From an optimization exercise on the open Yosys and OpenROAD flow, aimed at small area, a short achievable clock period and few clock cycles per item; shortcuts taken in it are not production practice. At most, simulation tests tie the RTL to the original design; equivalence was not proved. Power figures rest on the tool's default switching activity, not on a simulated workload.

==> job 4088: inputs <==
==> flow/design.v <==
module reg_file_array #(
    parameter int                DATA_W   = 32,
    parameter int                DEPTH    = 64,
    parameter int                LO_N     = 8,
    parameter logic [DATA_W-1:0] ID_VALUE = 32'hACC0_0001
) (
    input  logic                     clk,
    input  logic                     clr,
    input  logic [LO_N-1:0]          wlo,
    input  logic [DEPTH/LO_N-1:0]    whi,
    input  logic [DATA_W-1:0]        wdata,
    input  logic [DATA_W/8-1:0]      wstrb,
    input  logic [LO_N-1:0]          rlo,
    input  logic [DEPTH/LO_N-1:0]    rhi,
    output logic [DATA_W-1:0]        rdata
);
    localparam int NB = DATA_W / 8;
    logic [DEPTH-1:1][DATA_W-1:0] mem;
    logic [DATA_W-1:0]            din;
    logic [NB-1:0]                strb_eff;
    assign din      = clr ? '0 : wdata;
    assign strb_eff = clr ? '1 : wstrb;
    for (genvar i = 1; i < DEPTH; i++) begin : g_row
        logic row_en;
        assign row_en = clr || (whi[i / LO_N] && wlo[i % LO_N]);
        for (genvar b = 0; b < NB; b++) begin : g_byte
            always_ff @(posedge clk) begin
                if (row_en && strb_eff[b])
                    mem[i][b*8 +: 8] <= din[b*8 +: 8];
            end
        end
    end
    logic [DEPTH/LO_N-1:0][DATA_W-1:0] grp;
    always_comb begin
        for (int g = 0; g < DEPTH / LO_N; g++) begin
            grp[g] = (g == 0 && rlo[0]) ? ID_VALUE : '0;
            for (int k = 0; k < LO_N; k++)
                if (g * LO_N + k > 0 && rlo[k])
                    grp[g] = grp[g] | mem[g * LO_N + k];
        end
        rdata = '0;
        for (int g = 0; g < DEPTH / LO_N; g++)
            if (rhi[g])
                rdata = rdata | grp[g];
    end
endmodule
module reg_file_ctrl #(
    parameter int                DATA_W   = 32,
    parameter int                ADDR_W   = 8,
    parameter int                DEPTH    = 64,
    parameter int                RO_COUNT = 1,
    parameter logic [DATA_W-1:0] ID_VALUE = 32'hACC0_0001
) (
    input  logic                  clk,
    input  logic                  reset,
    input  logic                  req_valid,
    output logic                  req_ready,
    input  logic [1:0]            req_op,
    input  logic [ADDR_W-1:0]     req_addr,
    input  logic [DATA_W-1:0]     req_wdata,
    input  logic [DATA_W/8-1:0]   req_wstrb,
    output logic                  rsp_valid,
    input  logic                  rsp_ready,
    output logic [DATA_W-1:0]     rsp_rdata,
    output logic [3:0]            rsp_error,
    output logic [7:0]            err_count
);
    localparam logic [1:0] OP_NOP   = 2'b00;
    localparam logic [1:0] OP_WRITE = 2'b01;
    localparam logic [1:0] OP_READ  = 2'b10;
    localparam logic [1:0] OP_RSVD  = 2'b11;
    localparam logic [1:0] ERR_OK     = 2'd0;
    localparam logic [1:0] ERR_ADDR   = 2'd1;
    localparam logic [1:0] ERR_OPCODE = 2'd2;
    localparam logic [1:0] ERR_RO     = 2'd3;
    localparam int LO_N = 8;             
    localparam int HI_N = DEPTH / LO_N;
    logic             addr_ok;
    logic             addr_ro;
    logic [1:0]       req_err;
    logic             req_rd;
    logic             req_wr;
    assign addr_ok = 32'(req_addr) < DEPTH;
    assign addr_ro = 32'(req_addr) < RO_COUNT;
    always_comb begin
        if (req_op == OP_RSVD)
            req_err = ERR_OPCODE;
        else if (!addr_ok)
            req_err = ERR_ADDR;
        else if (req_op == OP_WRITE && addr_ro)
            req_err = ERR_RO;
        else
            req_err = ERR_OK;
    end
    assign req_rd = (req_op == OP_READ) && addr_ok;
    assign req_wr = (req_op == OP_WRITE) && addr_ok && !addr_ro;
    logic              v0;           
    logic [LO_N-1:0]   p0_rlo;       
    logic [LO_N-1:0]   p0_wlo;       
    logic [HI_N-1:0]   p0_rhi;       
    logic [HI_N-1:0]   p0_whi;       
    logic [1:0]        p0_err;
    logic [DATA_W-1:0] p0_wdata;
    logic [DATA_W/8-1:0] p0_wstrb;
    logic              v1;           
    logic [DATA_W-1:0] rsp_data_q;
    logic [1:0]        rsp_err_q;
    logic              clr_q;        
    logic              full_q;       
    logic              ld1;          
    logic              ld0;          
    logic              rsp_hs;
    logic [DATA_W-1:0] arr_rdata;
    assign ld1       = !v1 || rsp_ready;
    assign ld0       = !v0 || ld1;
    assign req_ready = reset && (rsp_ready || !full_q);
    assign rsp_hs    = v1 && rsp_ready;
    always_ff @(posedge clk) begin
        if (!reset)
            v0 <= 1'b0;
        else if (ld0)
            v0 <= req_valid;
    end
    always_ff @(posedge clk) begin
        if (ld0) begin
            for (int k = 0; k < LO_N; k++)
                p0_rlo[k] <= req_addr[5:0] % LO_N == k;
            for (int k = 0; k < LO_N; k++)
                p0_wlo[k] <= req_addr[5:0] % LO_N == k;
            for (int k = 0; k < HI_N; k++) begin
                p0_rhi[k] <= req_rd && req_addr[5:0] / LO_N == k;
                p0_whi[k] <= req_wr && req_addr[5:0] / LO_N == k;
            end
            p0_err   <= req_err;
            p0_wdata <= req_wdata;
            p0_wstrb <= req_wstrb;
        end
    end
    always_ff @(posedge clk) begin
        if (!reset)
            v1 <= 1'b0;
        else if (ld1)
            v1 <= v0;
    end
    always_ff @(posedge clk) begin
        if (!reset)
            full_q <= 1'b0;
        else
            full_q <= (ld0 ? req_valid : v0) && (ld1 ? v0 : v1);
    end
    always_ff @(posedge clk)
        clr_q <= !reset;
    always_ff @(posedge clk) begin
        if (ld1) begin
            rsp_data_q <= arr_rdata;
            rsp_err_q  <= p0_err;
        end
    end
    assign rsp_valid = v1;
    assign rsp_rdata = rsp_data_q;
    assign rsp_error = {2'b00, rsp_err_q};
    always_ff @(posedge clk) begin
        if (!reset)
            err_count <= 8'd0;
        else if (rsp_hs && rsp_err_q != ERR_OK && err_count != 8'hFF)
            err_count <= err_count + 8'd1;
    end
    reg_file_array #(
        .DATA_W   (DATA_W),
        .DEPTH    (DEPTH),
        .LO_N     (LO_N),
        .ID_VALUE (ID_VALUE)
    ) u_array (
        .clk   (clk),
        .clr   (clr_q),
        .wlo   (p0_wlo),
        .whi   (v0 ? p0_whi : '0),
        .wdata (p0_wdata),
        .wstrb (p0_wstrb),
        .rlo   (p0_rlo),
        .rhi   (p0_rhi),
        .rdata (arr_rdata)
    );
endmodule
==> flow/flow/run.sh <==
#!/bin/bash
set -euo pipefail
cd "$(dirname "$0")/.."
export CTS_ARGS="-sink_clustering_enable -repair_clock_nets -sink_clustering_size 24 -sink_clustering_max_diameter 80 -dont_use_dummy_load"
export BUFFER_PORTS_ARGS="-buffer_cell sky130_fd_sc_hd__buf_1"
bash standard.sh finish > standard.log 2>&1
test -f out/final.def
==> flow/standard.sh <==
#!/bin/bash
# synth_recipe.tcl (not shown) runs the flow's synth.tcl, then flattens the netlist and writes it again
# the make line also repeats each setting of config.mk as NAME=value (left out here)
make -C /OpenROAD-flow-scripts/flow DESIGN_CONFIG=/design/flow/config.mk WORK_HOME=/design/flow/orfs CLKGATE_MAP_FILE= SYNTH_SCRIPT=/design/flow/synth_recipe.tcl "${@:-finish}"
==> flow/config.mk <==
export PLATFORM = sky130hd
export DESIGN_NAME = reg_file_ctrl
export DESIGN_NICKNAME = reg_file_ctrl
export VERILOG_FILES = /design/flow/design.v
export SDC_FILE = /design/flow/constraint.sdc
export NUM_CORES = 4
export LEC_CHECK = 0
export CAP_MARGIN = 20
export CORE_MARGIN = 2
export CORE_UTILIZATION = 50
export CTS_CLUSTER_DIAMETER = 80
export CTS_CLUSTER_SIZE = 24
export PLACE_DENSITY = 0.55
export SETUP_SLACK_MARGIN = 4.8
export SLEW_MARGIN = 20
==> flow/constraint.sdc <==
create_clock -name core_clock -period 8.0 [get_ports {clk}]
set_input_delay 1.6000 -clock core_clock [delete_from_list [all_inputs] [get_ports {clk}]]
set_output_delay 1.6000 -clock core_clock [all_outputs]
set_load 0.01 [all_outputs]
==> job 5216 (differences from job 4088) <==
--- a/flow/design.v
+++ b/flow/design.v
@@ -7,4 +7,4 @@
     input  logic                     clk,
-    input  logic                     clr,
-    input  logic [LO_N-1:0]          wlo,
+    input  logic                     reset,
+    input  logic [LO_N-1:0]          lo,
     input  logic [DEPTH/LO_N-1:0]    whi,
@@ -12,3 +12,2 @@
     input  logic [DATA_W/8-1:0]      wstrb,
-    input  logic [LO_N-1:0]          rlo,
     input  logic [DEPTH/LO_N-1:0]    rhi,
@@ -20,7 +19,7 @@
     logic [NB-1:0]                strb_eff;
-    assign din      = clr ? '0 : wdata;
-    assign strb_eff = clr ? '1 : wstrb;
+    assign din      = reset ? wdata : '0;
+    assign strb_eff = reset ? wstrb : '1;
     for (genvar i = 1; i < DEPTH; i++) begin : g_row
         logic row_en;
-        assign row_en = clr || (whi[i / LO_N] && wlo[i % LO_N]);
+        assign row_en = !reset || (whi[i / LO_N] && lo[i % LO_N]);
         for (genvar b = 0; b < NB; b++) begin : g_byte
@@ -32,14 +31,7 @@
     end
-    logic [DEPTH/LO_N-1:0][DATA_W-1:0] grp;
     always_comb begin
-        for (int g = 0; g < DEPTH / LO_N; g++) begin
-            grp[g] = (g == 0 && rlo[0]) ? ID_VALUE : '0;
-            for (int k = 0; k < LO_N; k++)
-                if (g * LO_N + k > 0 && rlo[k])
-                    grp[g] = grp[g] | mem[g * LO_N + k];
-        end
-        rdata = '0;
-        for (int g = 0; g < DEPTH / LO_N; g++)
-            if (rhi[g])
-                rdata = rdata | grp[g];
+        rdata = (rhi[0] && lo[0]) ? ID_VALUE : '0;
+        for (int i = 1; i < DEPTH; i++)
+            if (rhi[i / LO_N] && lo[i % LO_N])
+                rdata = rdata | mem[i];
     end
@@ -97,4 +89,3 @@
     logic              v0;           
-    logic [LO_N-1:0]   p0_rlo;       
-    logic [LO_N-1:0]   p0_wlo;       
+    logic [LO_N-1:0]   p0_lo;        
     logic [HI_N-1:0]   p0_rhi;       
@@ -107,3 +98,2 @@
     logic [1:0]        rsp_err_q;
-    logic              clr_q;        
     logic              full_q;       
@@ -126,8 +116,6 @@
             for (int k = 0; k < LO_N; k++)
-                p0_rlo[k] <= req_addr[5:0] % LO_N == k;
-            for (int k = 0; k < LO_N; k++)
-                p0_wlo[k] <= req_addr[5:0] % LO_N == k;
+                p0_lo[k] <= req_addr[2:0] == 3'(k);
             for (int k = 0; k < HI_N; k++) begin
-                p0_rhi[k] <= req_rd && req_addr[5:0] / LO_N == k;
-                p0_whi[k] <= req_wr && req_addr[5:0] / LO_N == k;
+                p0_rhi[k] <= req_rd && req_addr[5:3] == 3'(k);
+                p0_whi[k] <= req_wr && req_addr[5:3] == 3'(k);
             end
@@ -150,4 +138,2 @@
     end
-    always_ff @(posedge clk)
-        clr_q <= !reset;
     always_ff @(posedge clk) begin
@@ -174,4 +160,4 @@
         .clk   (clk),
-        .clr   (clr_q),
-        .wlo   (p0_wlo),
+        .reset (reset),
+        .lo    (p0_lo),
         .whi   (v0 ? p0_whi : '0),
@@ -179,3 +165,2 @@
         .wstrb (p0_wstrb),
-        .rlo   (p0_rlo),
         .rhi   (p0_rhi),
==> flow/run.sh (new file) <==
#!/bin/bash
# synth_recipe.tcl (not shown) runs the flow's synth.tcl, then flattens the netlist and writes it again
# the make line also repeats each setting of config.mk as NAME=value (left out here)
make -C /OpenROAD-flow-scripts/flow DESIGN_CONFIG=/design/flow/config.mk WORK_HOME=/design/flow/orfs CLKGATE_MAP_FILE= SYNTH_SCRIPT=/design/flow/synth_recipe.tcl finish
CORE_UTILIZATION = 30   (was 50)
CTS_CLUSTER_DIAMETER = default   (was 80)
CTS_CLUSTER_SIZE = default   (was 24)
PLACE_DENSITY = 0.35   (was 0.55)
SETUP_SLACK_MARGIN = 4.3   (was 4.8)
removed: flow/flow/run.sh
removed: flow/standard.sh
==> job 1284 (differences from job 4088) <==
--- a/flow/design.v
+++ b/flow/design.v
@@ -32,14 +32,7 @@
     end
-    logic [DEPTH/LO_N-1:0][DATA_W-1:0] grp;
     always_comb begin
-        for (int g = 0; g < DEPTH / LO_N; g++) begin
-            grp[g] = (g == 0 && rlo[0]) ? ID_VALUE : '0;
-            for (int k = 0; k < LO_N; k++)
-                if (g * LO_N + k > 0 && rlo[k])
-                    grp[g] = grp[g] | mem[g * LO_N + k];
-        end
-        rdata = '0;
-        for (int g = 0; g < DEPTH / LO_N; g++)
-            if (rhi[g])
-                rdata = rdata | grp[g];
+        rdata = (rhi[0] && rlo[0]) ? ID_VALUE : '0;
+        for (int i = 1; i < DEPTH; i++)
+            if (rhi[i / LO_N] && rlo[i % LO_N])
+                rdata = rdata | mem[i];
     end
@@ -126,8 +119,8 @@
             for (int k = 0; k < LO_N; k++)
-                p0_rlo[k] <= req_addr[5:0] % LO_N == k;
+                p0_rlo[k] <= req_addr[2:0] == 3'(k);
             for (int k = 0; k < LO_N; k++)
-                p0_wlo[k] <= req_addr[5:0] % LO_N == k;
+                p0_wlo[k] <= req_addr[2:0] == 3'(k);
             for (int k = 0; k < HI_N; k++) begin
-                p0_rhi[k] <= req_rd && req_addr[5:0] / LO_N == k;
-                p0_whi[k] <= req_wr && req_addr[5:0] / LO_N == k;
+                p0_rhi[k] <= req_rd && req_addr[5:3] == 3'(k);
+                p0_whi[k] <= req_wr && req_addr[5:3] == 3'(k);
             end
==> flow/run.sh (new file) <==
#!/bin/bash
# synth_recipe.tcl (not shown) runs the flow's synth.tcl, then flattens the netlist and writes it again
# the make line also repeats each setting of config.mk as NAME=value (left out here)
make -C /OpenROAD-flow-scripts/flow DESIGN_CONFIG=/design/flow/config.mk WORK_HOME=/design/flow/orfs CLKGATE_MAP_FILE= SYNTH_SCRIPT=/design/flow/synth_recipe.tcl finish
CAP_MARGIN = 10   (was 20)
CTS_CLUSTER_DIAMETER = default   (was 80)
CTS_CLUSTER_SIZE = default   (was 24)
PLACE_DENSITY = 0.6   (was 0.55)
SETUP_SLACK_MARGIN = 4.5   (was 4.8)
SLEW_MARGIN = 10   (was 20)
removed: flow/flow/run.sh
removed: flow/standard.sh
==> qor summary <==
Reg area: job 4088 63700 µm²; job 1284 63700 µm²; job 5216 63600 µm²
Share of the final layout cell area in multi-input gates: job 4088 16.0%; job 1284 15.7%; job 5216 15.2%
Critical path type: job 4088 in2out; job 1284 reg2reg; job 5216 reg2reg
Max-capacitance violation count: job 4088 0; job 1284 2; job 5216 0
Worst-case register-to-register setup slack: job 4088 4720 ps; job 1284 4320 ps; job 5216 4180 ps
Placed cell areas: job 4088 80400 µm²; job 1284 83300 µm²; job 5216 85100 µm²
Post-layout min period: job 4088 3540 ps; job 1284 3680 ps; job 5216 3820 ps
Final-stage net count: job 4088 4374; job 1284 4824; job 5216 4785
Clock latency at the later pin of the worst-skew pair: job 4088 770 ps; job 1284 860 ps; job 5216 930 ps
Crit. Startpoint: job 4088 rsp_ready; job 1284 p0_rhi[7]; job 5216 p0_lo[5]
Overall Power: job 4088 20.6 mW; job 1284 24.4 mW; job 5216 25.6 mW
First-pass GRT wire length: job 4088 323000 µm; job 1284 397000 µm; job 5216 510000 µm
Resize count post-CTS: job 4088 82; job 1284 57; job 5216 31
Number of synthesized register bits: job 4088 2124; job 1284 2124; job 5216 2123
Outcome: job 4088 complete, no violations; job 1284 finished with violations; job 5216 complete, no violations
Violated checks: job 4088 -; job 1284 max-capacitance violations, max-slew violations; job 5216 -
Maximum number of pins on one net before global-route repair: job 4088 114; job 1284 111; job 5216 74
Area taken by multi-input logic gates: job 4088 13500 µm²; job 1284 14200 µm²; job 5216 14100 µm²
Power consumed by combinational cells: job 4088 1.50 mW; job 1284 1.58 mW; job 5216 1.55 mW
Post-placement worst setup slack: job 4088 4150 ps; job 1284 3430 ps; job 5216 3050 ps
Power Dens Cells: job 4088 246 nW/µm²; job 1284 271 nW/µm²; job 5216 276 nW/µm²
Dpl hpwl: job 4088 138000 µm; job 1284 172000 µm; job 5216 257000 µm
Met1 routing resource usage after global routing: job 4088 44.0%; job 1284 49.7%; job 5216 40.6%
Testbench counts of job 4088, summed over its fixed seeds: cycles 16,016, items 16,000.
Testbench counts of job 1284, summed over its fixed seeds: cycles 16,016, items 16,000.
Function not checked in job 5216: the RTL went through the layout flow alone.

[what the ideal ports hide]
The results above use ideal ports. As a check the final layouts listed here were re-extracted and re-timed, cells and wires unchanged.
Step 1 (the two cells are an assumption about what drives the block):
set clk [get_ports {clk}]
set_driving_cell -lib_cell sky130_fd_sc_hd__clkbuf_16 $clk
set_driving_cell -lib_cell sky130_fd_sc_hd__buf_2 [delete_from_list [all_inputs] $clk]
Step 2, shift: input delay + t, output delay - t, t = (earliest + latest rising clock arrival at the registers) / 2. This alone moves slack from input paths to output paths.
a / b / c = no drivers / after step 1 / after step 2; a / b = the first two.
| run | t, ns | setup slack, ns | worst setup path after step 2 | clock arrival spread, ns | cell pins on the clock port's net |
|---|---|---|---|---|---|
| job 4088 | 0.832 | 4.456 / 4.394 / 4.394 | input to output | 0.063 / 0.063 | 1 |
| job 5216 | 0.996 | 4.184 / 4.184 / 3.436 | input to register | 0.048 / 0.048 | 1 |
| job 1284 | 0.930 | 4.316 / 4.316 / 4.316 | register to register | 0.029 / 0.029 | 1 |
For job 5216, which loses most, drivers alone change the setup slack by 0.000 ns; drivers and shift together by -0.748 ns.
